From an optimization exercise on the open Yosys and OpenROAD flow, aimed at small area and a short achievable clock period; shortcuts taken in it are not production practice.
At most, simulation tests tie the RTL to the original design; equivalence was not proved.
Function not checked in runs 1 and 5 to 7: the RTL went through the layout flow alone.

==> flow/design.v <==
module md_scheduler #(
    parameter int MULT_LAT = 5,
    parameter int DIV_LAT  = 10,
    parameter int CNT_W    = 4
) (
    input  logic                 clk_i,
    input  logic                 reset_n_i,
    input  logic                 start,
    input  logic [2:0]           mdop,
    input  logic [31:0]          rs_val,
    input  logic [31:0]          rt_val,
    input  logic                 md_use_d,
    output logic                 busy,
    output logic                 done,
    output logic                 stall,
    output logic [31:0]          hi,
    output logic [31:0]          lo
);
    localparam int W = 34;
    logic             busy_q;
    logic [CNT_W-1:0] cnt_q;
    logic             div_q, sgn_q, sx_q;
    logic             issue_ok, op_mult, op_div, op_mthi, op_mtlo, last;
    assign op_mult  = (mdop[2:1] == 2'b00);
    assign op_div   = (mdop[2:1] == 2'b01);
    assign op_mthi  = (mdop == 3'b100);
    assign op_mtlo  = (mdop == 3'b101);
    assign issue_ok = start & ~busy_q;
    assign last     = (cnt_q == '0);
    always_ff @(posedge clk_i or negedge reset_n_i) begin
        if (!reset_n_i) begin
            busy_q <= 1'b0;
            cnt_q  <= '0;
        end else if (busy_q) begin
            if (last) busy_q <= 1'b0;
            cnt_q <= cnt_q - 1'b1;
        end else if (issue_ok && (op_mult || op_div)) begin
            busy_q <= 1'b1;
            cnt_q  <= op_div ? CNT_W'(DIV_LAT - 1) : CNT_W'(MULT_LAT - 1);
        end
    end
    assign busy  = busy_q;
    assign done  = busy_q & last;
    assign stall = md_use_d & (busy_q | (start & ~mdop[2]));
    logic [31:0]  y_q;           
    logic [31:0]  l_q;           
    logic [3:0]   lx_q;          
    logic [W-1:0] h_q;           
    logic         bp_q;          
    logic [31:0]  hi_q, lo_q;
    logic         dstep;         
    logic         ysg;           
    logic [W-1:0] yx;
    logic         dz;            
    assign dstep = div_q & ~last;
    assign ysg   = sgn_q & y_q[31];
    assign yx    = {ysg, ysg, y_q};
    assign dz    = (y_q == 32'd0);
    logic [3:0]   r_one, r_two, r_neg, r_xb;
    logic [W-1:0] r_a [4];
    logic [W-1:0] r_b [4];
    logic [W-1:0] r_s [4];
    logic [8:0]   bw;            
    assign bw = {l_q[7:0], bp_q};
    always_comb begin
        for (int r = 0; r < 4; r++) begin
            logic [2:0] t;
            t = bw[2*r +: 3];
            r_xb[r] = lx_q[3-r];
            if (dstep) begin
                r_one[r] = 1'b1;
                r_two[r] = 1'b0;
                r_neg[r] = dz | ~(((r == 0) ? h_q[W-1] : r_s[(r+3)%4][W-1]) ^ ysg);
            end else if (last) begin
                r_one[r] = div_q | (~sgn_q & bp_q);
                r_two[r] = 1'b0;
                r_neg[r] = div_q & ~(h_q[W-1] ^ ysg);
            end else begin
                r_one[r] = t[1] ^ t[0];
                r_two[r] = (t == 3'b100) | (t == 3'b011);
                r_neg[r] = t[2] & ~(t[1] & t[0]);
            end
        end
    end
    for (genvar r = 0; r < 4; r++) begin : g_row
        logic [W-1:0] prev;
        logic [W:0]   c;
        if (r == 0) begin : g_p0
            assign prev = h_q;
            assign r_a[r] = dstep ? {prev[W-2:0], r_xb[r]} : prev;
        end else begin : g_pn
            assign prev = r_s[r-1];
            assign r_a[r] = dstep ? {prev[W-2:0], r_xb[r]} : {prev[W-1], prev[W-1], prev[W-1:2]};
        end
        for (genvar j = 0; j < W; j++) begin : g_bit
            logic m1, m0;
            assign m1 = yx[j];
            assign m0 = (j == 0) ? 1'b0 : yx[(j == 0) ? 0 : j-1];
            assign r_b[r][j] = ((r_one[r] & m1) | (r_two[r] & m0)) ^ r_neg[r];
        end
        assign c[0] = r_neg[r];
        for (genvar j = 0; j < W; j++) begin : g_fa
            assign r_s[r][j] = r_a[r][j] ^ r_b[r][j] ^ c[j];
            assign c[j+1]    = (r_a[r][j] & r_b[r][j]) | (c[j] & (r_a[r][j] ^ r_b[r][j]));
        end
    end
    logic zc, zr, take, inc;
    logic [30:0] qinc;
    logic [31:0] cq;
    assign zc   = (r_s[0] == '0);
    assign zr   = (h_q == '0);
    assign take = ~dz & (zc | (~sx_q & h_q[W-1]) | (sx_q & ~h_q[W-1] & ~zr));
    assign inc  = take & r_neg[0];
    always_comb begin
        logic c;
        c = inc;
        for (int j = 0; j < 31; j++) begin
            qinc[j] = l_q[j] ^ c;
            c       = l_q[j] & c;
        end
    end
    logic start_md;
    logic s_in;
    assign start_md = issue_ok & (op_mult | op_div);
    assign s_in     = op_div & ~mdop[0] & rs_val[31];
    always_ff @(posedge clk_i) begin
        if (start_md) begin
            y_q   <= rt_val;
            l_q   <= rs_val;
            lx_q  <= {4{s_in}};
            h_q   <= {W{s_in}};
            bp_q  <= 1'b0;
            div_q <= op_div;
            sgn_q <= ~mdop[0];
            sx_q  <= s_in;
        end else if (dstep) begin
            h_q  <= r_s[3];
            lx_q <= l_q[31:28];
            l_q  <= {l_q[27:0], r_neg[0], r_neg[1], r_neg[2], r_neg[3]};
        end else begin
            h_q  <= {r_s[3][W-1], r_s[3][W-1], r_s[3][W-1:2]};
            l_q  <= {r_s[3][1:0], r_s[2][1:0], r_s[1][1:0], r_s[0][1:0], l_q[31:8]};
            bp_q <= l_q[7];
        end
    end
    always_ff @(posedge clk_i or negedge reset_n_i) begin
        if (!reset_n_i) begin
            hi_q <= '0;
            lo_q <= '0;
        end else if (busy_q && last) begin
            hi_q <= (div_q & ~take) ? h_q[31:0] : r_s[0][31:0];
            lo_q <= div_q ? {qinc, ~take} : l_q;
        end else if (issue_ok && op_mthi) begin
            hi_q <= rs_val;
        end else if (issue_ok && op_mtlo) begin
            lo_q <= rs_val;
        end
    end
    assign hi = hi_q;
    assign lo = lo_q;
endmodule
==> flow/run.sh <==
#!/bin/bash
# synth_recipe.tcl (not shown) runs the flow's synth.tcl, then flattens the netlist and writes it again
# the make line also repeats each setting of config.mk as NAME=value (left out here)
make -C /OpenROAD-flow-scripts/flow DESIGN_CONFIG=/design/flow/config.mk WORK_HOME=/design/flow/orfs CLKGATE_MAP_FILE= SYNTH_SCRIPT=/design/flow/synth_recipe.tcl finish
==> flow/config.mk <==
export PLATFORM = sky130hd
export DESIGN_NAME = md_scheduler
export DESIGN_NICKNAME = md_scheduler
export VERILOG_FILES = /design/flow/design.v
export SDC_FILE = /design/flow/constraint.sdc
export NUM_CORES = 4
export LEC_CHECK = 0
export CAP_MARGIN = 20
export CORE_MARGIN = 2
export CORE_UTILIZATION = 40
export SLEW_MARGIN = 20
==> flow/constraint.sdc <==
create_clock -name core_clock -period 110.0 [get_ports {clk_i}]
set_input_delay 22.0000 -clock core_clock [delete_from_list [all_inputs] [get_ports {clk_i}]]
set_output_delay 22.0000 -clock core_clock [all_outputs]
set_load 0.01 [all_outputs]
==> results of run 1 <==
## worst max path at each step
stage                   end  depth (start not counted)     start
global route        h_q[32]                        164     div_q
CTS                 h_q[31]                        166  cnt_q[0]
floorplan           h_q[31]                        170  cnt_q[0]
global placement    h_q[32]                        166  cnt_q[0]
finish              h_q[31]                        164     div_q
detailed placement  h_q[31]                        166  cnt_q[0]
## state kept, by name, summed over array words and instances (netlist names)
register / cells
sgn_q: 1
cnt_q: 4
div_q: 1
lo_q: 32
sx_q: 1
bp_q: 1
hi_q: 32
h_q: 34
lx_q: 4
l_q: 32
y_q: 32
busy_q: 1
## metal layers
layer / track usage [%] / wire [um] / vias up
li1: - / - / 6173
met4: 8.17 / 1420 / 0
met3: 3.89 / 3330 / 65
met2: 38.1 / 22400 / 527
met1: 37.0 / 23500 / 6616
met5: 0 / 0 / -
## layout make-up
type | instances | area [um2]
Sequential cell | 175 | 4240
Clock buffer | 17 | 425
Timing Repair Buffer | 164 | 1570
Fill cell | 3716 | 20700
Inverter | 23 | 86.3
Clock inverter | 15 | 206
Multi-Input combinational cell | 1406 | 10700
Tap cell | 518 | 648
## cells in the final DEF, fill, tap and decap left out, types with 4 or more instances in the layout
| cell type | Yosys | final |
|---|---|---|
| o21ai_0 | 30 | 30 |
| nor2b_1 | 34 | 33 |
| edfxtp_1 | 39 | 39 |
| ha_1 | 39 | 39 |
| nand2b_1 | 7 | 6 |
| nor2_2 | 0 | 4 |
| a21oi_1 | 119 | 118 |
| nor4_1 | 16 | 16 |
| nand4_1 | 11 | 11 |
| o211a_1 | 7 | 7 |
| clkinv_8 | 0 | 5 |
| a211oi_1 | 56 | 56 |
| mux2i_1 | 100 | 100 |
| fa_1 | 128 | 128 |
| xnor2_1 | 104 | 104 |
| buf_4 | 1 | 27 |
| nand2_1 | 340 | 338 |
| nor3_1 | 5 | 5 |
| a22oi_1 | 124 | 124 |
| nor2_1 | 123 | 119 |
| clkbuf_16 | 0 | 17 |
| xor2_1 | 50 | 50 |
| inv_1 | 23 | 22 |
| dfrtp_1 | 69 | 69 |
| clkdlybuf4s50_1 | 0 | 136 |
| inv_6 | 0 | 5 |
| a31oi_1 | 55 | 54 |
| a21o_1 | 6 | 6 |
| dfxtp_1 | 67 | 67 |
| mux2_2 | 7 | 7 |
## per-stage QoR
stage,instances,worst slack (ps),cell area (um2),util [%]
6_report,2318,47150,17900,46.3
5_1_grt,2318,44720,17900,46.3
4_1_cts,2318,46950,17900,46.3
3_5_place_dp,2286,46920,17300,44.7
3_3_place_gp,2286,47640,17300,44.7
2_1_floorplan,1771,50020,15600,-
## tightest hold or removal path: stages (launching register included)
cell and delay (ps):
dfxtp_1 330, nand2_1 60, a31oi_1 70
## cell families after synthesis
| group | after synthesis | synth area share [%] |
|---|---|---|
| AOI/OAI and AO/OA | 417 | 17.4 |
| muxes | 107 | 6.90 |
| xor gates and xnor gates | 157 | 8.98 |
| buffers and inverters | 190 | 4.98 |
| adders and majority gates | 167 | 19.5 |
| and+or+nand+nor | 558 | 15.1 |
| DFF | 175 | 27.1 |
==> summary.txt, run 1 <==
Vias per cell - 5.77
Worst Path Arrival - 63250 ps
CTS H-tree depth - 4
Hold path depth - 2
Max Cap Viol - 0
Vias in the first global route - 12900
R2R Setup Slk - 47150 ps
Core area - 38600 um2
Final period util - 57.1%
Hold slack final - 494 ps
Number of flops mapped to enable cells by yosys - 39
Setup bufs post-CTS - 0
Post-synth top area share - 16.4%
CTS max path bufs - 2
Top_reg_cell synth - dfrtp_1
CP max FO - 86
CP Class - reg2reg
Flops & latches, synth - 175
Synthesis-to-layout area growth - 14.5%
CTS resizes - 0
CTS buffer count - 17
IO buf count - 137
Hold EP - l_q[23]
R2R cell count - 164
Root Buffer - clkbuf_16
Avg WL per Cell - 21.8 um
Clock latency (worst-skew pair) - 480 ps
Max Fclk - 15.9 MHz
Post-DRT Antenna Nets - 0
Ant. Diodes - 0
Worst r2r dst - h_q[31]
Slew @ Worst Pin - 1030 ps
Unrepaired setup endpoints after global routing - no
Clk_skew - 26.5 ps
Die H - 202 um
Die X - 202 um
All-Layer GR Usage - 25.2%
Hold_buf cts - 0
WL final - 50600 um
Cell Rows - 72
Largest stage delay on the critical path - 700 ps
Largest net degree at the start of global routing - 87
Asr flop ratio synth - 39.4%
Synth Instances - 1771
Initial antenna violation count - 0
DRC viols - 0
Crit-path leading delay family - adder cells
Yosys warnings - 4
Final hold vios - 0
Final min period - 62850 ps
Synth Net Count - 2009
Required @ worst endpoint - 110400 ps
Synth area leaders - fa_1 16%, dfrtp_1 11%, dfxtp_1 8.6%
Most frequent cell after synthesis - nand2_1
Routability cong. - 0.904
Worst hold start - l_q[31]
Distinct cells, synth - 59
Slew HR - 31.4%
Hpwl dp - 38600 um
TritonCTS clock tree - built
First-pass GRT wire length - 78700 um
CP bufs+invs - 12
Run status - complete, no violations
Syn_area_per_cell - 8.83 um2
DR vias - 13400
Setup Total Neg Slack - 0 ps
Crit path top cell by count - fa_1
Starting DRT DRC Count - 1394
CTS sink cnt - 175
Final setup vio count - 0
Kind of end point of the critical path - register
Crit Reg-Reg Startpoint - div_q
Congestion Overflow GR - 0
HP Class - reg2reg
Post-Syn Area - 15600 um2
Reg clk slew, reported paths - 90 ps
Starting density of the core - 40.5%
Synth cell count leaders - 340 x nand2_1, 128 x fa_1, 124 x a22oi_1
Sequential-to-total area share from yosys stat - 27.1%
DRT Pass-1 Iters - 6
CP max stage cell - and2_4
Layout cells sized above 1 - 5.00%
Post-synth top area cell - fa_1
Die area - 40700 um2
Nets - 2025
I/O pin total - 138
Slew Limit Fails - 0
Startpoint Class - register
==> run 2: changes to the inputs <==
--- a/flow/design.v
+++ b/flow/design.v
@@ -19,2 +19,3 @@
     localparam int W = 34;
+    localparam logic [16:0] LA = 17'h1FF00;
     logic             busy_q;
@@ -86,3 +87,2 @@
         logic [W-1:0] prev;
-        logic [W:0]   c;
         if (r == 0) begin : g_p0
@@ -100,7 +100,3 @@
         end
-        assign c[0] = r_neg[r];
-        for (genvar j = 0; j < W; j++) begin : g_fa
-            assign r_s[r][j] = r_a[r][j] ^ r_b[r][j] ^ c[j];
-            assign c[j+1]    = (r_a[r][j] & r_b[r][j]) | (c[j] & (r_a[r][j] ^ r_b[r][j]));
-        end
+        md_add #(.W(W), .LA(LA)) u_add (.a(r_a[r]), .b(r_b[r]), .ci(r_neg[r]), .s(r_s[r]));
     end
@@ -161 +157,31 @@
 endmodule
+module md_add #(
+    parameter int W = 34,
+    parameter logic [W/2-1:0] LA = '0
+) (
+    input  logic [W-1:0] a,
+    input  logic [W-1:0] b,
+    input  logic         ci,
+    output logic [W-1:0] s
+);
+    logic [W/2:0] c;
+    assign c[0] = ci;
+    for (genvar k = 0; k < W/2; k++) begin : g
+        logic a0, b0, a1, b1, h0, h1, g0, g1;
+        assign a0 = a[2*k];   assign b0 = b[2*k];
+        assign a1 = a[2*k+1]; assign b1 = b[2*k+1];
+        assign h0 = a0 ^ b0;  assign g0 = a0 & b0;
+        assign h1 = a1 ^ b1;  assign g1 = a1 & b1;
+        if (LA[k]) begin : g_la
+            assign s[2*k]   = h0 ^ c[k];
+            assign s[2*k+1] = (h1 ^ g0) ^ (h0 & c[k]);
+            assign c[k+1]   = g1 | (h1 & a0 & b0) | ((h1 & h0) & c[k]);
+        end else begin : g_fa
+            logic cm;
+            assign s[2*k]   = h0 ^ c[k];
+            assign cm       = g0 | (h0 & c[k]);
+            assign s[2*k+1] = h1 ^ cm;
+            assign c[k+1]   = g1 | (h1 & cm);
+        end
+    end
+endmodule
==> flow/flow/run.sh (new file) <==
#!/bin/bash
set -o pipefail
cp standard.sh standard_sh_copy.log
export BUFFER_PORTS_ARGS="-buffer_cell sky130_fd_sc_hd__buf_1"
bash standard.sh finish > standard.log 2>&1
==> flow/standard.sh (new file) <==
#!/bin/bash
# synth_recipe.tcl (not shown) runs the flow's synth.tcl, then flattens the netlist and writes it again
# the make line also repeats each setting of config.mk as NAME=value (left out here)
make -C /OpenROAD-flow-scripts/flow DESIGN_CONFIG=/design/flow/config.mk WORK_HOME=/design/flow/orfs CLKGATE_MAP_FILE= SYNTH_SCRIPT=/design/flow/synth_recipe.tcl "${@:-finish}"
removed: flow/run.sh
==> summary.txt, run 2 <==
Max Fclk - 22.2 MHz (+40%)
Post-synth top area share - 10.6% (-5.8 points)
Cell Rows - 75 (+4.2%)
Most common cell after layout, fill and taps aside - nand2_1
CP max stage cell - o21ai_4
DRC viols - 0 (unchanged)
Clock latency (worst-skew pair) - 470 ps (about the same)
Hold slack final - 476 ps (-18.3 ps)
Core area - 41800 um2 (+8.1%)
DR vias - 15000 (+12%)
Largest register FFs - 34 (unchanged)
All-Layer GR Usage - 25.0% (-0.26 points)
Congestion Overflow GR - 0 (unchanged)
Distinct cells, synth - 73 (+24%)
HP Class - reg2reg
Most frequent cells in the layout - 354 x nand2_1, 143 x ha_1, 136 x buf_1, 129 x a22oi_1, 115 x xor2_1
Worst Path Arrival - 45470 ps (-17780 ps)
Routability cong. - 0.914 (+1.1%)
Sequential-to-total area share from yosys stat - 25.1% (-2.0 points)
Post-place setup slack - 64710 ps (+17790 ps)
Nets - 2270 (+12%)
Synth Net Count - 2245 (+12%)
Slew Limit Fails - 0 (unchanged)
Largest register by flop count - h_q
Placed Cells - 2515 (+10%)
Vias per cell - 5.89 (+2.0%)
Die X - 209 um (+3.7%)
Post-synth top area cell - ha_1
Kind of end point of the critical path - register
Unrepaired setup endpoints after global routing - no
Grt peak-use layer - met2
Final setup vio count - 0 (unchanged)
I/O pin total - 138 (unchanged)
Slew HR - 35.3% (+3.9 points)
Avg WL per Cell - 21.3 um (-2.3%)
Run status - complete, no violations
CP max FO - 36 (-58%)
CTS sink cnt - 175 (unchanged)
Most frequent cell after synthesis - nand2_1
Initial antenna violation count - 1 (+1)
Vias in the first global route - 14300 (+11%)
CTS max path bufs - 2 (unchanged)
Largest net degree at the start of global routing - 88 (+1.1%)
CTS resizes - 0 (unchanged)
DRT Pass-1 Iters - 6 (unchanged)
Non-Filler Instances - 2549 (+10%)
Synth Instances - 1971 (+11%)
WL final - 54400 um (+7.5%)
Starting density of the core - 40.4% (-0.097 points)
Final min period - 45050 ps (-17800 ps)
Synth area leaders - ha_1 11%, dfrtp_1 10%, dfxtp_1 8.0%
Final hold vios - 0 (unchanged)
Number of flops mapped to enable cells by yosys - 39 (unchanged)
CTS buffer count - 17 (unchanged)
Post-DRT Antenna Nets - 0 (unchanged)
CTS H-tree depth - 4 (unchanged)
Setup WS post-layout - 64950 ps (+17800 ps)
Setup Total Neg Slack - 0 ps (unchanged)
Die H - 209 um (+3.7%)
Top_reg_cell synth - dfrtp_1
Layout fillers - 4150 (+12%)
M1 GR Usage - 35.3% (-1.7 points)
Required @ worst endpoint - 110420 ps (+20 ps)
Starting DRT DRC Count - 1376 (-1.3%)
Largest stage delay on the critical path - 670 ps (-30 ps)
Post-Syn Area - 16900 um2 (+7.8%)
Reg clk slew, reported paths - 70 ps (-20 ps)
CP Class - reg2reg
Die area - 43800 um2 (+7.6%)
Hold_buf cts - 0 (unchanged)
Asr flop ratio synth - 39.4% (unchanged)
IO buf count - 137 (unchanged)
Startpoint Class - register
Synth cell count leaders - 355 x nand2_1, 143 x ha_1, 129 x a22oi_1
Max Cap Viol - 0 (unchanged)
Layout cells sized above 1 - 4.48% (-0.52 points)
Flops & latches, synth - 175 (unchanged)
Final period util - 41.0% (-16 points)
Setup bufs post-CTS - 0 (unchanged)
Syn_area_per_cell - 8.55 um2 (-3.1%)
Met3 Use GR - 4.07% (+0.18 points)
First-pass GRT wire length - 85100 um (+8.1%)
Root Buffer - clkbuf_16
Slew @ Worst Pin - 968 ps (-60.4 ps)
Clk_skew - 15.6 ps (-10.9 ps)
Crit path top cell by count - fa_1
Met2 Usage GRT - 38.2% (+0.094 points)
TritonCTS clock tree - built
Hpwl dp - 40900 um (+5.9%)
Yosys warnings - 6 (+2)
Synthesis-to-layout area growth - 8.97%
[run 2: changes by cell type after synthesis, sizes merged, moves of 16 or more]
cell and change:
inv +19, buf -23, fa -68, xor2 +66, ha +104, a21oi -77, nand2 +16, a21o +62
o21ai +57, nor2b -29
[run 2: kinds of logic (layout without fill, tap and decap cells)]
logic type / after synthesis / count (layout) / share of synthesized area (%)
adder cells (fa/ha/maj): 203 / 203 / 17.7
AO/OA/AOI/OAI: 511 / 511 / 20.9
other: 0 / 1 / 0
AND/OR/NAND/NOR: 561 / 561 / 13.8
buffers and inverters: 200 / 238 / 4.52
XOR/XNOR: 226 / 226 / 12.2
flip-flops: 175 / 175 / 25.1
multiplexers: 95 / 95 / 5.67
[run 2: critical path: cells and delay by family (launching register included)]
kind            cells  cell delay [ps]
compound gates     36             8620
xor+xnor           17             4150
fa+ha+maj          64            28150
buf+inv             5              870
flops               1              530
mux                 1              170
simple gates       11             2450
[run 2: path summary, 6_finish.rpt]
check                                end  startpoint  depth (start not counted)  slack (ps)
worst max-delay path             h_q[32]     y_q[14]                        134       64950
worst min-delay path            lo_q[18]    lo_q[18]                          1         480
worst max register to register   h_q[32]     y_q[14]                        134       64950
worst min register to register  lo_q[18]    lo_q[18]                          1         480
max in group asynchronous       hi_q[15]   reset_n_i                          2       87670
min in group asynchronous         busy_q   reset_n_i                          2       21720
[run 2: final cells by class]
cell class | count | area, um2 | share of cell area (%)
multi-input cells | 1596 | 11900 | 65.0
flip-flops and latches | 175 | 4240 | 23.1
repair buffers | 164 | 731 | 3.98
well taps | 539 | 674 | 3.67
clock buffers | 20 | 468 | 2.55
inverters | 42 | 158 | 0.858
clock inverters | 12 | 150 | 0.817
diodes | 1 | 2.50 | 0.0136
[run 2: per-layer routing]
| metal | vias to the layer above | share of wire (%) |
|---|---|---|
| met2 | 608 | 44 |
| met3 | 103 | 7.3 |
| met1 | 7230 | 45 |
| li1 | 7065 | - |
| met5 | - | 0 |
| met4 | 0 | 3.3 |
[run 2: through the flow]
stage | instance area (um2) | utilization [%]
floorplan | 16900 | -
global placement | 17700 | 42.5
detailed placement | 17700 | 42.5
CTS | 18300 | 43.9
global route | 18400 | 44.0
finish | 18400 | 44.0
==> run 3: changes to the inputs <==
==> flow/run.sh (new file) <==
#!/bin/bash
# synth_recipe.tcl (not shown) runs the flow's synth.tcl, then flattens the netlist and writes it again
# the make line also repeats each setting of config.mk as NAME=value (left out here)
make -C /OpenROAD-flow-scripts/flow DESIGN_CONFIG=/design/flow/config.mk WORK_HOME=/design/flow/orfs CLKGATE_MAP_FILE= SYNTH_SCRIPT=/design/flow/synth_recipe.tcl finish
removed: flow/flow/run.sh
removed: flow/standard.sh
==> summary.txt, run 3 <==
All-Layer GR Usage - 25.2% (+0.20 points)
Most frequent cells in the layout - 354 x nand2_1, 143 x ha_1, 136 x clkdlybuf4s50_1, 129 x a22oi_1, 115 x xor2_1
Sequential-to-total area share from yosys stat - 25.1% (unchanged)
Vias per cell - 5.86 (-0.47%)
Die X - 209 um (unchanged)
Initial antenna violation count - 0 (-1)
Largest register FFs - 34 (unchanged)
Synth Instances - 1971 (unchanged)
Core area - 41800 um2 (unchanged)
Synth area leaders - ha_1 11%, dfrtp_1 10%, dfxtp_1 8.0%
Placed Area - 18600 um2 (+4.9%)
I/O pin total - 138 (unchanged)
Final setup vio count - 0 (unchanged)
Root Buffer - clkbuf_16
Congestion Overflow GR - 0 (unchanged)
Die area - 43800 um2 (unchanged)
Largest net degree at the start of global routing - 124 (+41%)
Synth cell count leaders - 355 x nand2_1, 143 x ha_1, 129 x a22oi_1
CTS buffer count - 17 (unchanged)
Max Cap Viol - 0 (unchanged)
Flops & latches, synth - 175 (unchanged)
Final hold vios - 0 (unchanged)
Final min period - 45630 ps (+582 ps)
Distinct cells, synth - 73 (unchanged)
Kind of end point of the critical path - output port
Clk_skew - 14.9 ps (-0.658 ps)
Hpwl dp - 40700 um (-0.62%)
Syn_area_per_cell - 8.55 um2 (unchanged)
HP Class - reg2reg
Starting DRT DRC Count - 1344 (-2.3%)
IO buf count - 137 (unchanged)
Final period util - 41.5% (+0.53 points)
Vias in the first global route - 14600 (+2.0%)
WL final - 54900 um (+0.90%)
Clock latency (worst-skew pair) - 470 ps (about the same)
DRC viols - 0 (unchanged)
CTS H-tree depth - 4 (unchanged)
DR vias - 14900 (-0.55%)
Ant. Diodes - 0 (-1)
CP Class - in2out
TritonCTS clock tree - built
Starting density of the core - 40.4% (unchanged)
Hold_buf cts - 0 (unchanged)
Unrepaired setup endpoints after global routing - no
CTS resizes - 0 (unchanged)
Synth Net Count - 2245 (unchanged)
Nets - 2269 (-0.044%)
Asr flop ratio synth - 39.4% (unchanged)
Final instance area - 19200 um2 (+4.6%)
Post-synth top area cell - ha_1
Routability cong. - 0.893 (-2.3%)
Avg WL per Cell - 21.5 um (+0.98%)
Slew HR - 36.1% (+0.73 points)
Startpoint Class - primary input
Run status - complete, no violations
CP Launch Point - start
R2R Setup Slk - 64430 ps (-520 ps)
Top_reg_cell synth - dfrtp_1
Max Fclk - 21.9 MHz (-1.3%)
R2R cell count - 137 (+2.2%)
Most frequent cell after synthesis - nand2_1
Worst r2r dst - h_q[32]
CP max FO - 3 (-92%)
Crit Reg-Reg Startpoint - div_q
Setup bufs post-CTS - 0 (unchanged)
Setup WS post-layout - 64370 ps (-582 ps)
Slew @ Worst Pin - 959 ps (-8.63 ps)
Required @ worst endpoint - 88000 ps (-22420 ps)
Layout cells sized above 1 - 4.43% (-0.048 points)
Post-synth top area share - 10.6% (unchanged)
CTS sink cnt - 175 (unchanged)
Largest register by flop count - h_q
Synthesis-to-layout area growth - 14.0%
Post-Syn Area - 16900 um2 (unchanged)
Yosys warnings - 6 (unchanged)
DRT Pass-1 Iters - 5 (-1)
Worst Path Arrival - 23630 ps (-21840 ps)
Post-DRT Antenna Nets - 0 (unchanged)
Setup Total Neg Slack - 0 ps (unchanged)
Post-place setup slack - 64360 ps (-355 ps)
CTS max path bufs - 2 (unchanged)
Cell Rows - 75 (unchanged)
Die H - 209 um (unchanged)
Setup crit end - stall
First-pass GRT wire length - 85800 um (+0.80%)
Reg clk slew, reported paths - 70 ps (about the same)
Number of flops mapped to enable cells by yosys - 39 (unchanged)
Most common cell after layout, fill and taps aside - nand2_1
Slew Limit Fails - 0 (unchanged)
-- run 3: cell counts after synthesis --
No cell type changed its count.
-- run 3: layout make-up --
type	instances	area (um2)
Tap cell	539	674
Timing Repair Buffer	163	1570
Multi-Input combinational cell	1596	11900
Clock inverter	9	113
Clock buffer	23	510
Fill cell	4066	22500
Inverter	42	158
Sequential cell	175	4240
-- run 3: per-stage QoR --
step,hold slack (ps),std cells,util (%)
CTS,483,2547,46.0
global placement,462,2515,44.5
global route,495,2547,46.0
finish,476,2547,46.0
floorplan,458,1971,-
detailed placement,466,2515,44.5
-- run 3: cell families after synthesis --
logic type	after synthesis	share of synthesized area [%]
AOI/OAI and AO/OA	511	20.9
DFF	175	25.1
and+or+nand+nor	561	13.8
adders and majority gates	203	17.7
buffers and inverters	200	4.52
xor gates and xnor gates	226	12.2
muxes	95	5.67
-- run 3: worst max-delay path, cell delays in order --
cell and delay, ps:
clkdlybuf4s50_1 490, nor2b_1 320, nor2_1 150, nor2b_1 130
clkdlybuf4s50_1 540
-- run 3: per-layer routing --
metal	global-route usage, %	wire [um]	vias up	part of all wire [%]
li1	-	-	7062	-
met1	34.4	24700	7239	45
met2	40.2	24900	528	45
met3	4.89	3760	95	6.9
met4	8.05	1510	0	2.8
met5	0	0	-	0
-- run 3: how the worst min path moves through the flow --
stage / start / to / slack (ps) / cells after the start
final: lo_q[26] / lo_q[26] / 480 / 1
after global routing: lo_q[26] / lo_q[26] / 490 / 1
after CTS: lo_q[27] / lo_q[27] / 480 / 1
after detailed placement: lo_q[27] / lo_q[27] / 470 / 1
after global placement: lo_q[20] / lo_q[20] / 460 / 1
after floorplan: cnt_q[0] / cnt_q[0] / 460 / 1
==> run 4: changes to the inputs <==
--- a/flow/design.v
+++ b/flow/design.v
@@ -19,3 +19,3 @@
     localparam int W = 34;
-    localparam logic [16:0] LA = 17'h1FF00;
+    localparam logic [16:0] LA = 17'h07F80;
     logic             busy_q;
@@ -117,8 +117,6 @@
     end
-    logic start_md;
     logic s_in;
-    assign start_md = issue_ok & (op_mult | op_div);
-    assign s_in     = op_div & ~mdop[0] & rs_val[31];
+    assign s_in = op_div & ~mdop[0] & rs_val[31];
     always_ff @(posedge clk_i) begin
-        if (start_md) begin
+        if (!busy_q) begin
             y_q   <= rt_val;
==> flow/flow/run.sh (new file) <==
#!/bin/bash
set -o pipefail

export BUFFER_PORTS_ARGS="-buffer_cell sky130_fd_sc_hd__buf_1"
bash standard.sh finish > standard.log 2>&1
==> flow/standard.sh (new file) <==
#!/bin/bash
# synth_recipe.tcl (not shown) runs the flow's synth.tcl, then flattens the netlist and writes it again
# the make line also repeats each setting of config.mk as NAME=value (left out here)
make -C /OpenROAD-flow-scripts/flow DESIGN_CONFIG=/design/flow/config.mk WORK_HOME=/design/flow/orfs CLKGATE_MAP_FILE= SYNTH_SCRIPT=/design/flow/synth_recipe.tcl "${@:-finish}"
--- a/flow/config.mk
+++ b/flow/config.mk
@@ -7,2 +7,3 @@
 export LEC_CHECK = 0
+export ABC_AREA = 1
 export CAP_MARGIN = 20
removed: flow/run.sh
==> summary.txt, run 4 <==
Post-place setup slack - 65140 ps (+783 ps)
DRT Pass-1 Iters - 7 (+2)
Largest register by flop count - h_q
Number of flops mapped to enable cells by yosys - 39 (unchanged)
Congestion Overflow GR - 0 (unchanged)
Final instance area - 17600 um2 (-8.2%)
Most frequent cells in the layout - 405 x nand2_1, 181 x o21ai_0, 180 x inv_1, 136 x buf_1, 135 x ha_1
Crit-path leading delay family - buffers and inverters
Sequential-to-total area share from yosys stat - 26.2% (+1.1 points)
Asr flop ratio synth - 39.4% (unchanged)
R2R Setup Slk - 66590 ps (+2160 ps)
Max Cap Viol - 0 (unchanged)
Layout fillers - 4104 (+0.93%)
HP Class - reg2reg
Cell Chain, Critical Path - buf_1, inv_1, o21ai_0, inv_1, nor2_1, buf_1
R2R cell count - 171 (+25%)
Post-synth top area share - 10.7% (+0.074 points)
Synth Net Count - 2334 (+4.0%)
DR vias - 15200 (+2.2%)
Max Fclk - 22.3 MHz (+1.7%)
Vias per cell - 5.74 (-2.1%)
Flops & latches, synth - 175 (unchanged)
Layout cells sized above 1 - 5.39% (+0.96 points)
Worst r2r dst - h_q[31]
Die area - 42000 um2 (-4.1%)
Startpoint Class - primary input
Post-DRT Antenna Nets - 0 (unchanged)
Reg clk slew, reported paths - 80 ps (about the same)
Post-Syn Area - 16200 um2 (-4.2%)
CTS H-tree depth - 4 (unchanged)
First-pass GRT wire length - 85200 um (-0.73%)
CP max FO - 5 (+2)
Vias in the first global route - 14700 (+0.94%)
Setup WS post-layout - 65130 ps (+761 ps)
Setup Total Neg Slack - 0 ps (unchanged)
Synthesis-to-layout area growth - 9.15%
DRC viols - 0 (unchanged)
I/O pin total - 138 (unchanged)
CTS sink cnt - 175 (unchanged)
Root Buffer - clkbuf_16
Initial antenna violation count - 0 (unchanged)
Largest register FFs - 34 (unchanged)
Placed Area - 17100 um2 (-8.2%)
Largest net degree at the start of global routing - 70 (-44%)
Avg WL per Cell - 20.8 um (-3.4%)
Unrepaired setup endpoints after global routing - no
Clock latency (worst-skew pair) - 470 ps (about the same)
Core area - 39800 um2 (-4.6%)
Required @ worst endpoint - 88000 ps (about the same)
IO buf count - 137 (unchanged)
Die H - 205 um (-2.1%)
Distinct cells, synth - 44 (-40%)
Final setup vio count - 0 (unchanged)
Die X - 205 um (-2.1%)
CP bufs+invs - 4 (+2)
Synth area leaders - dfrtp_1 11%, ha_1 10%, nand2_1 9.4%
TritonCTS clock tree - built
Slew HR - 23.3% (-13 points)
Nets - 2390 (+5.3%)
CTS buffer count - 17 (unchanged)
Most common cell after layout, fill and taps aside - nand2_1
Crit path depth - 6 (+1)
Setup crit end - stall
Hold_buf cts - 0 (unchanged)
CP Class - in2out
Largest stage delay on the critical path - 280 ps (-260 ps)
Final hold vios - 0 (unchanged)
Final min period - 44870 ps (-761 ps)
Slew @ Worst Pin - 1150 ps (+190 ps)
Hpwl dp - 41300 um (+1.6%)
Starting density of the core - 40.6% (+0.20 points)
Post-layout util - 44.3% (-1.7 points)
Kind of end point of the critical path - output port
Synth Instances - 2064 (+4.7%)
Most frequent cell after synthesis - nand2_1
Yosys warnings - 6 (unchanged)
Slew Limit Fails - 0 (unchanged)
Worst Path Arrival - 22870 ps (-760 ps)
WL final - 55400 um (+0.86%)
Syn_area_per_cell - 7.83 um2 (-8.5%)
Ant. Diodes - 0 (unchanged)
Final period util - 40.8% (-0.69 points)
All-Layer GR Usage - 26.5% (+1.4 points)
Setup bufs post-CTS - 0 (unchanged)
Synth cell count leaders - 405 x nand2_1, 182 x o21ai_0, 181 x inv_1
Post-synth top area cell - dfrtp_1
Run status - complete, no violations
Top_reg_cell synth - dfrtp_1
CP max stage cell - o21ai_0
Clk_skew - 20.4 ps (+5.52 ps)
CTS max path bufs - 2 (unchanged)
CP Launch Point - start
Starting DRT DRC Count - 1245 (-7.4%)
Crit Reg-Reg Startpoint - cnt_q[0]
Cell Rows - 73 (-2.7%)
CTS resizes - 0 (unchanged)
Routability cong. - 0.937 (+4.9%)
-- run 4: worst min path at each step --
| stage | to | from | slack [ps] | cells past startpoint |
|---|---|---|---|---|
| after global placement | hi_q[0] | hi_q[0] | 510 | 2 |
| after floorplan | l_q[15] | l_q[23] | 490 | 2 |
| final | hi_q[29] | hi_q[29] | 530 | 2 |
| after global routing | hi_q[30] | hi_q[30] | 560 | 2 |
| after detailed placement | hi_q[15] | hi_q[15] | 520 | 2 |
| after CTS | hi_q[15] | hi_q[15] | 540 | 2 |
-- run 4: worst register-to-register path: cells and delay by family (launching register included) --
family,cells,cell delay (ps)
AOI/OAI and AO/OA,9,1510
xor gates and xnor gates,3,590
adders and majority gates,65,29810
buffers and inverters,9,690
DFF,1,370
muxes,1,500
and+or+nand+nor,84,9800
-- run 4: kinds of logic after synthesis --
group	after synthesis	share of synthesized area, %
DFF	175	26.2
and+or+nand+nor	650	17.2
xor gates and xnor gates	200	10.9
AOI/OAI and AO/OA	518	19.5
adders and majority gates	199	18.4
buffers and inverters	317	7.48
muxes	5	0.318
-- run 4: area by class of cell --
| cell class | instances | area, um2 | share of cell area, % |
|---|---|---|---|
| multi-input cells | 1572 | 10800 | 61.0 |
| flip-flops and latches | 175 | 4240 | 24.0 |
| inverters | 195 | 733 | 4.16 |
| repair buffers | 159 | 681 | 3.86 |
| well taps | 525 | 657 | 3.72 |
| clock buffers | 18 | 429 | 2.43 |
| clock inverters | 14 | 146 | 0.830 |
-- run 4: metrics by stage --
| stage | instances | hold slack [ps] |
|---|---|---|
| 3_5_place_dp | 2626 | 521 |
| 5_1_grt | 2658 | 560 |
| 3_3_place_gp | 2626 | 513 |
| 2_1_floorplan | 2064 | 494 |
| 6_report | 2658 | 531 |
| 4_1_cts | 2658 | 540 |
-- run 4: routing by layer --
metal / wire length, um / GRT usage, %
met1: 24000 / 35.5
met4: 2150 / 11.4
met5: 0 / 0
met2: 25100 / 42.4
met3: 4070 / 4.23
==> run 5: changes to the inputs <==
--- a/flow/design.v
+++ b/flow/design.v
@@ -75,4 +75,4 @@
             end else if (last) begin
-                r_one[r] = div_q | (~sgn_q & bp_q);
-                r_two[r] = 1'b0;
+                r_one[r] = ~div_q & ~sgn_q & bp_q;
+                r_two[r] = div_q;
                 r_neg[r] = div_q & ~(h_q[W-1] ^ ysg);
@@ -89,3 +89,3 @@
             assign prev = h_q;
-            assign r_a[r] = dstep ? {prev[W-2:0], r_xb[r]} : prev;
+            assign r_a[r] = prev;
         end else begin : g_pn
@@ -105,4 +105,4 @@
     logic [31:0] cq;
-    assign zc   = (r_s[0] == '0);
-    assign zr   = (h_q == '0);
+    assign zc   = (r_s[0][W-1:1] == '0);
+    assign zr   = (h_q[W-1:1] == '0);
     assign take = ~dz & (zc | (~sx_q & h_q[W-1]) | (sx_q & ~h_q[W-1] & ~zr));
@@ -130,3 +130,3 @@
         end else if (dstep) begin
-            h_q  <= r_s[3];
+            h_q  <= {r_s[3][W-2:0], l_q[31]};
             lx_q <= l_q[31:28];
@@ -144,3 +144,3 @@
         end else if (busy_q && last) begin
-            hi_q <= (div_q & ~take) ? h_q[31:0] : r_s[0][31:0];
+            hi_q <= ~div_q ? r_s[0][31:0] : take ? r_s[0][32:1] : h_q[32:1];
             lo_q <= div_q ? {qinc, ~take} : l_q;
--- a/flow/config.mk
+++ b/flow/config.mk
@@ -11,2 +11,3 @@
 export CORE_UTILIZATION = 40
+export CTS_BUF_LIST = sky130_fd_sc_hd__clkbuf_8 sky130_fd_sc_hd__clkbuf_16
 export SLEW_MARGIN = 20
==> summary.txt, run 5 <==
Core area - 39800 um2 (unchanged)
Crit Reg-Reg Startpoint - cnt_q[0]
Worst Path Arrival - 22970 ps (+100 ps)
Clk_skew - 18.0 ps (-2.45 ps)
Final setup vio count - 0 (unchanged)
Final hold vios - 0 (unchanged)
Starting DRT DRC Count - 1612 (+29%)
Top_reg_cell synth - dfrtp_1
Distinct cells, synth - 49 (+11%)
CP Launch Point - start
Synth area leaders - dfrtp_1 11%, ha_1 10%, nand2_1 9.1%
Kind of end point of the critical path - output port
Largest net degree at the start of global routing - 111 (+59%)
Number of flops mapped to enable cells by yosys - 38 (-2.6%)
Hold_buf cts - 0 (unchanged)
CP max FO - 5 (unchanged)
CTS buffer count - 17 (unchanged)
DR vias - 15200 (-0.18%)
Most frequent cells in the layout - 389 x nand2_1, 184 x inv_1, 180 x o21ai_0, 139 x o22ai_1, 136 x buf_1
Largest register by flop count - h_q
Sequential-to-total area share from yosys stat - 26.1% (-0.18 points)
Unrepaired setup endpoints after global routing - no
Setup bufs post-CTS - 0 (unchanged)
Post-synth top area cell - dfrtp_1
Layout cells sized above 1 - 5.85% (+0.46 points)
Vias in the first global route - 14700 (-0.18%)
DRC viols - 0 (unchanged)
Flops & latches, synth - 174 (-0.57%)
Slew @ Worst Pin - 1090 ps (-63.1 ps)
Setup crit end - stall
Initial antenna violation count - 4 (+4)
CTS max path bufs - 2 (unchanged)
First-pass GRT wire length - 86500 um (+1.5%)
Hpwl dp - 42100 um (+1.8%)
Most common cell after layout, fill and taps aside - nand2_1
Synthesis-to-layout area growth - 9.42%
Root Buffer - clkbuf_16
CTS sink cnt - 174 (-0.57%)
Avg WL per Cell - 21.2 um (+2.0%)
R2R cell count - 169 (-1.2%)
Synth Net Count - 2319 (-0.64%)
HP Class - reg2reg
Nets - 2377 (-0.54%)
All-Layer GR Usage - 27.2% (+0.63 points)
CTS H-tree depth - 4 (unchanged)
Setup Total Neg Slack - 0 ps (unchanged)
Synth Instances - 2049 (-0.73%)
Clock latency (worst-skew pair) - 480 ps (about the same)
CTS resizes - 0 (unchanged)
Congestion Overflow GR - 0 (unchanged)
R2R Setup Slk - 66980 ps (+390 ps)
Vias per cell - 5.75 (+0.24%)
Final period util - 40.9% (+0.089 points)
Die area - 42000 um2 (about the same)
Syn_area_per_cell - 7.88 um2 (+0.69%)
Final min period - 44970 ps (+98.0 ps)
Post-DRT Antenna Nets - 0 (unchanged)
Max Fclk - 22.2 MHz (-0.22%)
CP Class - in2out
Slew HR - 27.5% (+4.2 points)
Largest register FFs - 34 (unchanged)
Max Cap Viol - 0 (unchanged)
Most frequent cell after synthesis - nand2_1
Asr flop ratio synth - 39.7% (+0.23 points)
Worst r2r dst - h_q[31]
Post-Syn Area - 16200 um2 (about the same)
Cell Rows - 73 (unchanged)
Yosys warnings - 6 (unchanged)
IO buf count - 137 (unchanged)
I/O pin total - 138 (unchanged)
Startpoint Class - primary input
Slew Limit Fails - 0 (unchanged)
Post-synth top area share - 10.7% (about the same)
Run status - complete, no violations
Required @ worst endpoint - 88000 ps (about the same)
Die X - 205 um (about the same)
TritonCTS clock tree - built
DRT Pass-1 Iters - 6 (-1)
Die H - 205 um (about the same)
Reg clk slew, reported paths - 70 ps (about the same)
Hold slack final - 486 ps (-44.6 ps)
Synth cell count leaders - 391 x nand2_1, 184 x inv_1, 180 x o21ai_0
Starting density of the core - 40.6% (about the same)
WL final - 56200 um (+1.6%)
Routability cong. - 0.944 (+0.67%)
==> run 5: per-stage QoR <==
step                      instance area (um2)  utilization, %  instances  worst slack [ps]
after floorplan                         16200               -       2049             65360
after global placement                  17000            42.7       2613             65040
after detailed placement                17000            42.7       2613             65030
after CTS                               17700            44.4       2645             65030
after global routing                    17700            44.4       2645             64700
final                                   17700            44.4       2647             65030
==> run 5: area by class of cell <==
cell class	instances	area [um2]
timing repair buffer	160	688
inverter	198	746
multi-input combinational	1556	10700
antenna	2	5.00
clock inverter	14	201
clock buffer	18	450
fill	4060	22200
tap	525	657
sequential	174	4210
==> run 5: worst min-delay path by stage <==
stage / startpoint / endpoint / cells after the start
2_1_floorplan: l_q[9] / l_q[13] / 2
3_3_place_gp: lo_q[1] / lo_q[1] / 2
3_5_place_dp: lo_q[1] / lo_q[1] / 2
4_1_cts: lo_q[1] / lo_q[1] / 2
5_1_grt: lo_q[1] / lo_q[1] / 2
6_report: lo_q[1] / lo_q[1] / 2
==> run 5: layer usage <==
layer,wire length [um],global-route usage [%]
met5,31,0
met1,24500,36.4
met4,2420,12.4
met3,4430,5.17
met2,24800,42.4
==> run 5: kinds of logic (layout without fill, tap and decap cells) <==
| logic type | count (synthesis) | after routing | share of synthesized area, % |
|---|---|---|---|
| AOI/OAI and AO/OA | 510 | 510 | 19.1 |
| xor gates and xnor gates | 199 | 199 | 10.9 |
| adders and majority gates | 199 | 199 | 18.4 |
| buffers and inverters | 319 | 390 | 7.70 |
| DFF | 174 | 174 | 26.1 |
| muxes | 7 | 7 | 0.442 |
| other | 0 | 2 | 0 |
| and+or+nand+nor | 641 | 641 | 17.4 |
==> run 5: worst max-delay path, cell delays in order <==
cell and delay [ps]:
buf_1 90, inv_1 50, o21ai_0 400, inv_1 160, nor2_1 110, buf_1 150
==> run 6: changes to the inputs <==
--- a/flow/design.v
+++ b/flow/design.v
@@ -19,3 +19,3 @@
     localparam int W = 34;
-    localparam logic [16:0] LA = 17'h07F80;
+    localparam logic [16:0] LA = 17'h03F80;
     logic             busy_q;
--- a/flow/config.mk
+++ b/flow/config.mk
@@ -11,3 +11,2 @@
 export CORE_UTILIZATION = 40
-export CTS_BUF_LIST = sky130_fd_sc_hd__clkbuf_8 sky130_fd_sc_hd__clkbuf_16
 export SLEW_MARGIN = 20
==> summary.txt, run 6 <==
Syn_area_per_cell - 7.94 um2 (+0.78%)
Post-Syn Area - 16000 um2 (-1.2%)
Starting density of the core - 40.4% (-0.20 points)
DR vias - 14800 (-2.8%)
DRT Pass-1 Iters - 5 (-1)
Sequential-to-total area share from yosys stat - 26.4% (+0.31 points)
Largest net degree at the start of global routing - 81 (-27%)
Hold slack final - 522 ps (+35.2 ps)
Flops & latches, synth - 174 (unchanged)
Distinct cells, synth - 48 (-2.0%)
Most frequent cells in the layout - 338 x nand2_1, 179 x o21ai_0, 174 x inv_1, 138 x o22ai_1, 136 x buf_1
Final setup vio count - 0 (unchanged)
Nets - 2332 (-1.9%)
Die area - 41500 um2 (-1.2%)
Avg WL per Cell - 20.4 um (-3.9%)
CTS max path bufs - 2 (unchanged)
Synthesis-to-layout area growth - 8.92%
R2R cell count - 167 (-1.2%)
Largest stage delay on the critical path - 620 ps (+220 ps)
Die H - 204 um (-0.58%)
Final hold vios - 0 (unchanged)
Worst hold start - cnt_q[2]
Post-synth top area cell - dfrtp_1
Max Cap Viol - 0 (unchanged)
Setup bufs post-CTS - 0 (unchanged)
Max layer used - met4
Largest register by flop count - h_q
Most common cell after layout, fill and taps aside - nand2_1
Number of flops mapped to enable cells by yosys - 38 (unchanged)
Layout cells sized above 1 - 5.87% (+0.019 points)
DRC viols - 0 (unchanged)
Run status - complete, no violations
Largest register FFs - 34 (unchanged)
Synth cell count leaders - 340 x nand2_1, 179 x o21ai_0, 177 x inv_1
Congestion Overflow GR - 0 (unchanged)
Worst r2r dst - h_q[31]
Most frequent cell after synthesis - nand2_1
Hpwl dp - 40500 um (-3.7%)
Routability cong. - 0.967 (+2.5%)
Core area - 39500 um2 (-0.69%)
TritonCTS clock tree - built
Setup WS post-layout - 64510 ps (-516 ps)
CTS sink cnt - 174 (unchanged)
Worst Path Arrival - 45810 ps (+22840 ps)
Clk_skew - 14.8 ps (-3.22 ps)
Final period util - 41.4% (+0.47 points)
Post-synth top area share - 10.8% (+0.13 points)
Hold_buf cts - 0 (unchanged)
Layout fillers - 4049 (-0.27%)
Die X - 204 um (-0.58%)
Initial antenna violation count - 0 (-4)
Starting DRT DRC Count - 1378 (-15%)
Synth Instances - 2009 (-2.0%)
CP Class - reg2reg
Slew HR - 29.4% (+1.9 points)
Synth Net Count - 2275 (-1.9%)
CP max FO - 74 (+69)
Cell Rows - 73 (unchanged)
CP Launch Point - div_q
Reg clk slew, reported paths - 80 ps (about the same)
Max Fclk - 22.0 MHz (-1.1%)
Crit path top cell by count - fa_1
Ant. Diodes - 0 (-2)
Synth area leaders - dfrtp_1 11%, ha_1 9.6%, fa_1 9.0%
Vias per cell - 5.68 (-1.2%)
Crit Reg-Reg Startpoint - div_q
Root Buffer - clkbuf_16
Asr flop ratio synth - 39.7% (unchanged)
First-pass GRT wire length - 82500 um (-4.7%)
Final min period - 45490 ps (+516 ps)
Setup Total Neg Slack - 0 ps (unchanged)
CTS buffer count - 17 (unchanged)
Kind of end point of the critical path - register
Slew Limit Fails - 0 (unchanged)
WL final - 53100 um (-5.5%)
Non-Filler Instances - 2604 (-1.6%)
Vias in the first global route - 14500 (-1.1%)
Yosys warnings - 6 (unchanged)
R2R Setup Slk - 64510 ps (-2470 ps)
I/O pin total - 138 (unchanged)
Post-DRT Antenna Nets - 0 (unchanged)
Met2 routed WL - 23600 um (-4.8%)
Top_reg_cell synth - dfrtp_1
Wire length on met1 - 23200 um (-5.3%)
Post-place setup slack - 64390 ps (-644 ps)
HP Class - reg2reg
CP max stage cell - buf_4
Unrepaired setup endpoints after global routing - no
CTS H-tree depth - 4 (unchanged)
Placed Cells - 2571 (-1.6%)
IO buf count - 137 (unchanged)
Setup crit end - h_q[31]
CTS resizes - 0 (unchanged)
Required @ worst endpoint - 110330 ps (+22330 ps)
All-Layer GR Usage - 26.0% (-1.2 points)
Clock latency (worst-skew pair) - 470 ps (about the same)
Met3 routed WL - 4170 um (-5.9%)
Slew @ Worst Pin - 1050 ps (-33.2 ps)
Startpoint Class - register
run 6: final cells by class:
type                            count  area, um2  area share (%)
Sequential cell                   174       4210            24.2
Tap cell                          525        657            3.78
Inverter                          193        728            4.19
Timing Repair Buffer              159        701            4.03
Multi-Input combinational cell   1521      10500            60.6
Clock buffer                       19        443            2.55
Clock inverter                     13        108           0.619
run 6: worst min path at each step:
stage | to | slack [ps] | depth (start not counted)
floorplan | l_q[17] | 460 | 2
global placement | cnt_q[2] | 500 | 2
detailed placement | cnt_q[2] | 500 | 2
CTS | cnt_q[2] | 520 | 2
global route | cnt_q[2] | 560 | 2
finish | cnt_q[2] | 520 | 2
run 6: cells by family (layout without fill, tap and decap cells):
family / count (synthesis) / after routing / synth area share (%)
AO/OA/AOI/OAI: 522 / 522 / 19.5
XOR/XNOR: 190 / 190 / 10.5
adder cells (fa/ha/maj): 195 / 195 / 18.7
buffers and inverters: 314 / 384 / 7.79
flip-flops: 174 / 174 / 26.4
multiplexers: 8 / 8 / 0.510
AND/OR/NAND/NOR: 606 / 606 / 16.6
run 6: per-layer routing:
layer  vias up  global-route usage, %
met2       574                   40.5
met5         -                      0
met4         0                   11.4
met1      7097                   34.8
met3       103                   5.37
li1       7026                      -
run 6: stage by stage:
stage | cell area (um2) | util [%]
2_1_floorplan | 16000 | -
3_3_place_gp | 16800 | 42.5
3_5_place_dp | 16800 | 42.5
4_1_cts | 17400 | 43.9
5_1_grt | 17400 | 44.0
6_report | 17400 | 44.0
run 6: critical path, delay by kind of cell (launching register included):
family | cells | cell delay (ps)
AOI/OAI and AO/OA | 8 | 1050
xor gates and xnor gates | 4 | 760
adders and majority gates | 72 | 32820
buffers and inverters | 10 | 1910
DFF | 1 | 320
muxes | 1 | 430
and+or+nand+nor | 72 | 7960
==> run 7: changes to the inputs <==
--- a/flow/design.v
+++ b/flow/design.v
@@ -19,3 +19,3 @@
     localparam int W = 34;
-    localparam logic [16:0] LA = 17'h03F80;
+    localparam logic [16:0] LA = 17'h07F80;
     logic             busy_q;
--- a/flow/config.mk
+++ b/flow/config.mk
@@ -8,5 +8,5 @@
 export ABC_AREA = 1
-export CAP_MARGIN = 20
+export CAP_MARGIN = 0
 export CORE_MARGIN = 2
 export CORE_UTILIZATION = 40
-export SLEW_MARGIN = 20
+export SLEW_MARGIN = 0
==> summary.txt, run 7 <==
Run status - complete, no violations
Most common cell after layout, fill and taps aside - nand2_1
Synth area leaders - dfrtp_1 11%, ha_1 10%, nand2_1 9.1%
Post-Syn Area - 16200 um2 (+1.2%)
HP Class - reg2reg
Starting density of the core - 40.6% (+0.20 points)
Final setup vio count - 0 (unchanged)
CP bufs+invs - 4 (-6)
DRC viols - 0 (unchanged)
TritonCTS clock tree - built
Cell Chain, Critical Path - buf_1, inv_1, o21ai_0, inv_1, nor2_1, buf_1
Worst hold start - lo_q[1]
I/O pin total - 138 (unchanged)
CTS resizes - 0 (unchanged)
Synth cell count leaders - 391 x nand2_1, 184 x inv_1, 180 x o21ai_0
Synth Instances - 2049 (+2.0%)
All-Layer GR Usage - 27.2% (+1.2 points)
Setup bufs post-CTS - 0 (unchanged)
Unrepaired setup endpoints after global routing - no
R2R Setup Slk - 66980 ps (+2470 ps)
Hold_buf cts - 0 (unchanged)
Asr flop ratio synth - 39.7% (unchanged)
Clock latency (worst-skew pair) - 490 ps (+20 ps)
Layout fillers - 4060 (+0.27%)
Largest net degree at the start of global routing - 111 (+37%)
Slew HR - 27.4% (-2.0 points)
IO buf count - 137 (unchanged)
Synthesis-to-layout area growth - 9.42%
Die H - 205 um (+0.59%)
Crit Reg-Reg Startpoint - cnt_q[0]
Sequential-to-total area share from yosys stat - 26.1% (-0.31 points)
CP max stage cell - o21ai_0
Top_reg_cell synth - dfrtp_1
Hold path depth - 2 (unchanged)
Die X - 205 um (+0.59%)
Max Fclk - 22.2 MHz (+1.1%)
Startpoint Class - primary input
Routability cong. - 0.944 (-2.4%)
Starting DRT DRC Count - 1612 (+17%)
Hold EP - lo_q[1]
Crit-path leading delay family - buffers and inverters
Vias per cell - 5.76 (+1.3%)
CTS max path bufs - 2 (unchanged)
Congestion Overflow GR - 0 (unchanged)
CP max FO - 5 (-93%)
Multi-input gate area - 10700 um2 (+1.7%)
Die area - 42000 um2 (+1.2%)
CTS H-tree depth - 4 (unchanged)
Distinct cells, synth - 49 (+2.1%)
Yosys warnings - 6 (unchanged)
Layout cells sized above 1 - 5.85% (-0.019 points)
Root Buffer - clkbuf_16
Max Cap Viol - 0 (unchanged)
Post-layout util - 44.4% (+0.42 points)
Flops & latches, synth - 174 (unchanged)
Largest stage delay on the critical path - 400 ps (-220 ps)
Avg WL per Cell - 21.3 um (+4.2%)
Final hold vios - 0 (unchanged)
Slew Limit Fails - 0 (unchanged)
Required @ worst endpoint - 88000 ps (-22330 ps)
Clk_skew - 18.0 ps (+3.19 ps)
Post-synth top area cell - dfrtp_1
Cell Rows - 73 (unchanged)
WL final - 56300 um (+6.0%)
Nets - 2377 (+1.9%)
CP Class - in2out
DR vias - 15200 (+2.9%)
Kind of end point of the critical path - output port
DRT Pass-1 Iters - 8 (+3)
Most frequent cells in the layout - 389 x nand2_1, 182 x inv_1, 180 x o21ai_0, 139 x o22ai_1, 136 x buf_1
Hpwl dp - 42100 um (+3.9%)
CTS buffer count - 17 (unchanged)
Reg clk slew, reported paths - 70 ps (about the same)
Final min period - 44970 ps (-516 ps)
Setup Total Neg Slack - 0 ps (unchanged)
Number of flops mapped to enable cells by yosys - 38 (unchanged)
Slew @ Worst Pin - 1090 ps (+34.2 ps)
Post-DRT Antenna Nets - 0 (unchanged)
Initial antenna violation count - 4 (+4)
Post-synth top area share - 10.7% (-0.13 points)
Sequential cell area - 4210 um2 (unchanged)
Vias in the first global route - 14700 (+1.1%)
CTS sink cnt - 174 (unchanged)
Synth Net Count - 2319 (+1.9%)
Worst Path Arrival - 22970 ps (-22840 ps)
Final period util - 40.9% (-0.47 points)
First-pass GRT wire length - 86500 um (+4.9%)
Most frequent cell after synthesis - nand2_1
R2R cell count - 169 (+1.2%)
Largest register FFs - 34 (unchanged)
Largest register by flop count - h_q
Syn_area_per_cell - 7.88 um2 (-0.78%)
Worst r2r dst - h_q[31]
Core area - 39800 um2 (+0.69%)
## run 7: area by class of cell
type	count	share of cell area, %
repair buffers	160	3.89
well taps	525	3.72
clock inverters	12	1.10
diodes	2	0.0283
multi-input cells	1556	60.6
clock buffers	20	2.59
inverters	198	4.22
flip-flops and latches	174	23.8
## run 7: routing by layer
layer,share of wire (%),wire [um],global-route usage (%),vias to the layer above
met4,4.3,2420,12.4,4
met3,7.9,4450,5.17,114
met5,0.055,31,0,-
met1,44,24500,36.4,7258
met2,44,24900,42.4,685
li1,-,-,-,7174
## run 7: worst min-delay path, cell delays in order (launching register included)
cell and delay [ps]:
dfrtp_1 340, nand2_1 60, nand2_1 60
## run 7: through the flow
| stage | instances | cell area, um2 | setup WS, ps | hold WS [ps] |
|---|---|---|---|---|
| after global routing | 2645 | 17700 | 64700 | 515 |
| after detailed placement | 2613 | 17000 | 65030 | 468 |
| final | 2647 | 17700 | 65030 | 486 |
| after global placement | 2613 | 17000 | 65040 | 466 |
| after CTS | 2645 | 17700 | 65030 | 485 |
| after floorplan | 2049 | 16200 | 65360 | 458 |
## run 7: worst max path at each step
| stage | startpoint | end | slack [ps] | depth (start not counted) |
|---|---|---|---|---|
| CTS | start | stall | 65030 | 6 |
| global placement | start | stall | 65040 | 6 |
| floorplan | start | stall | 65360 | 4 |
| global route | cnt_q[0] | h_q[32] | 64700 | 170 |
| finish | start | stall | 65030 | 6 |
| detailed placement | start | stall | 65030 | 6 |
## run 7: kinds of logic (layout without fill, tap and decap cells)
logic type | count (synthesis) | after routing | share of synthesized area, %
xor+xnor | 199 | 199 | 10.9
mux | 7 | 7 | 0.442
fa+ha+maj | 199 | 199 | 18.4
other cells | 0 | 2 | 0
buf+inv | 319 | 390 | 7.70
simple gates | 641 | 641 | 17.4
compound gates | 510 | 510 | 19.1
flops | 174 | 174 | 26.1
==> run 8: changes to the inputs <==
--- a/flow/design.v
+++ b/flow/design.v
@@ -37,5 +37,5 @@
             cnt_q <= cnt_q - 1'b1;
-        end else if (issue_ok && (op_mult || op_div)) begin
-            busy_q <= 1'b1;
-            cnt_q  <= op_div ? CNT_W'(DIV_LAT - 1) : CNT_W'(MULT_LAT - 1);
+        end else begin
+            busy_q <= start & ~mdop[2];
+            cnt_q  <= mdop[1] ? CNT_W'(DIV_LAT - 1) : CNT_W'(MULT_LAT - 1);
         end
--- a/flow/config.mk
+++ b/flow/config.mk
@@ -8,5 +8,5 @@
 export ABC_AREA = 1
-export CAP_MARGIN = 0
+export CAP_MARGIN = 20
 export CORE_MARGIN = 2
 export CORE_UTILIZATION = 40
-export SLEW_MARGIN = 0
+export SLEW_MARGIN = 20
==> summary.txt, run 8 <==
Synth cell count leaders - 387 x nand2_1, 181 x inv_1, 178 x o21ai_0
Sequential cell area - 4210 um2 (unchanged)
Asr flop ratio synth - 39.7% (unchanged)
DRC viols - 0 (unchanged)
Largest net degree at the start of global routing - 70 (-37%)
All-Layer GR Usage - 25.5% (-1.7 points)
Reg clk slew, reported paths - 80 ps (about the same)
Most common cell after layout, fill and taps aside - nand2_1
Setup bufs post-CTS - 0 (unchanged)
Slew Limit Fails - 0 (unchanged)
R2R Setup Slk - 67620 ps (+640 ps)
Initial antenna violation count - 0 (-4)
Die H - 204 um (-0.42%)
Setup Total Neg Slack - 0 ps (unchanged)
HP Class - reg2reg
Sequential-to-total area share from yosys stat - 26.3% (+0.22 points)
Hpwl dp - 40200 um (-4.4%)
Clk_skew - 17.2 ps (-0.760 ps)
Crit Reg-Reg Startpoint - cnt_q[0]
Synth Instances - 2041 (-0.39%)
Multi-input gate area - 10600 um2 (-0.98%)
CP max FO - 3 (-2)
Worst hold start - cnt_q[0]
Starting DRT DRC Count - 1382 (-14%)
Layout fillers - 4078 (+0.44%)
Distinct cells, synth - 44 (-10%)
Core area - 39600 um2 (-0.46%)
Congestion Overflow GR - 0 (unchanged)
Hold_buf cts - 0 (unchanged)
Worst Path Arrival - 22550 ps (-420 ps)
Final period util - 40.5% (-0.39 points)
Hold slack final - 478 ps (-7.89 ps)
Synth Net Count - 2311 (-0.34%)
Vias in the first global route - 14600 (-0.63%)
Post-Syn Area - 16000 um2 (-0.85%)
Post-DRT Antenna Nets - 0 (unchanged)
Slew @ Worst Pin - 1050 ps (-35.6 ps)
DRT Pass-1 Iters - 6 (-2)
Yosys warnings - 6 (unchanged)
Run status - complete, no violations
Routability cong. - 0.916 (-2.9%)
Startpoint Class - primary input
Synthesis-to-layout area growth - 9.42% (about the same)
IO buf count - 137 (unchanged)
Top_reg_cell synth - dfrtp_1
Hold EP - cnt_q[0]
Post-synth top area share - 10.8% (+0.092 points)
Clock latency (worst-skew pair) - 450 ps (-40 ps)
Number of flops mapped to enable cells by yosys - 38 (unchanged)
Kind of end point of the critical path - output port
Die X - 204 um (-0.42%)
Starting density of the core - 40.4% (-0.16 points)
Final min period - 44550 ps (-424 ps)
CTS resizes - 0 (unchanged)
WL final - 52200 um (-7.3%)
Vias per cell - 5.67 (-1.6%)
I/O pin total - 138 (unchanged)
Avg WL per Cell - 19.8 um (-7.1%)
CTS H-tree depth - 4 (unchanged)
Synth area leaders - dfrtp_1 11%, ha_1 11%, nand2_1 9.1%
Most frequent cell after synthesis - nand2_1
Post-place setup slack - 65460 ps (+422 ps)
Post-layout util - 44.2% (-0.17 points)
Largest register by flop count - h_q
run 8: cell count changes in the layout (fill, tap and decap cells not counted), sizes merged, moves of 2 or more:
| cell | before | now |
|---|---|---|
| nand3 | 66 | 62 |
| o21bai | 0 | 2 |
| a31oi | 52 | 50 |
| a21oi | 49 | 58 |
| nand2 | 411 | 409 |
| nand4 | 9 | 11 |
| clkbuf | 20 | 18 |
| nor2 | 115 | 113 |
| nor4 | 12 | 9 |
| o221ai | 46 | 44 |
| inv | 203 | 201 |
| bufinv | 4 | 1 |
| clkinv | 2 | 9 |
run 8: logic make-up (layout without fill, tap and decap cells):
logic type                 after synthesis  after routing  synth area share, %
adders and majority gates              199            199                 18.5
muxes                                    6              6                0.383
buffers and inverters                  318            391                 7.56
DFF                                    174            174                 26.3
AOI/OAI and AO/OA                      515            515                 19.4
and+or+nand+nor                        629            629                 16.8
other                                    0              1                    0
xor gates and xnor gates               200            200                 11.0
run 8: cell type report:
type,count,area share (%)
Tap cell,525,3.75
Multi-Input combinational cell,1549,60.6
Timing Repair Buffer,161,3.97
Antenna cell,1,0.0143
Clock inverter,14,0.985
Sequential cell,174,24.0
Clock buffer,18,2.45
Inverter,198,4.26
run 8: worst max-delay path: stages:
cell     delay [ps]
buf_1           120
inv_1            70
a21oi_1         170
nor2_1           60
buf_1           130
run 8: worst max path at each step:
stage / endpoint / depth (start not counted) / startpoint / slack, ps
6_report: stall / 5 / mdop[2] / 65450
5_1_grt: h_q[33] / 173 / cnt_q[0] / 65060
4_1_cts: stall / 5 / mdop[2] / 65460
3_5_place_dp: stall / 5 / mdop[2] / 65460
3_3_place_gp: stall / 5 / mdop[2] / 65430
2_1_floorplan: stall / 3 / mdop[2] / 65710
run 8: through the flow:
step,std cells,instance area (um2)
5_1_grt,2639,17500
3_3_place_gp,2607,16900
2_1_floorplan,2041,16000
4_1_cts,2639,17500
6_report,2640,17500
3_5_place_dp,2607,16900
run 8: layer usage:
metal  up-vias  global-route usage (%)  part of all wire, %
li1       7130                       -                    -
met1      7153                    35.5                   45
met2       596                    40.0                   44
met3        80                    4.42                  7.9
met4         0                    8.31                  2.9
met5         -                       0                    0

-- port drivers added, routing unchanged --
In the flow no input, the clock included, has a driving cell. The finished layouts below were timed again as built, in two steps.
Step 1 sets driving cells, clkbuf_16 on the clock port and buf_2 on the other inputs (assumed; they add their load-dependent delay and slew).
Step 2 moves the port delays by t, midway between the first and last clock arrival at a register: inputs arrive t later, outputs are due t later. That takes back most of the time a late clock gives input paths.
a / b / c = ideal / step 1 / step 2; a / b = the first two.
| run | t (ns) | setup WS [ns] | worst register clock-pin slew, ns | pins driven straight from the clock port |
|---|---|---|---|---|
| run 1 | 0.522 | 47.146 / 47.146 / 47.146 | 0.09 / 0.09 | 1 |
| run 2 | 0.516 | 64.948 / 64.948 / 64.948 | 0.08 / 0.08 | 1 |
| run 3 | 0.512 | 64.365 / 64.340 / 64.340 | 0.08 / 0.08 | 1 |
| run 4 | 0.517 | 65.126 / 65.104 / 65.104 | 0.09 / 0.09 | 1 |
| run 5 | 0.531 | 65.028 / 65.000 / 65.000 | 0.08 / 0.08 | 1 |
| run 6 | 0.518 | 64.512 / 64.512 / 64.512 | 0.08 / 0.08 | 1 |
| run 7 | 0.532 | 65.028 / 65.000 / 65.000 | 0.08 / 0.08 | 1 |
| run 8 | 0.494 | 65.453 / 65.430 / 65.430 | 0.08 / 0.08 | 1 |
After both steps every run listed still meets setup and hold.
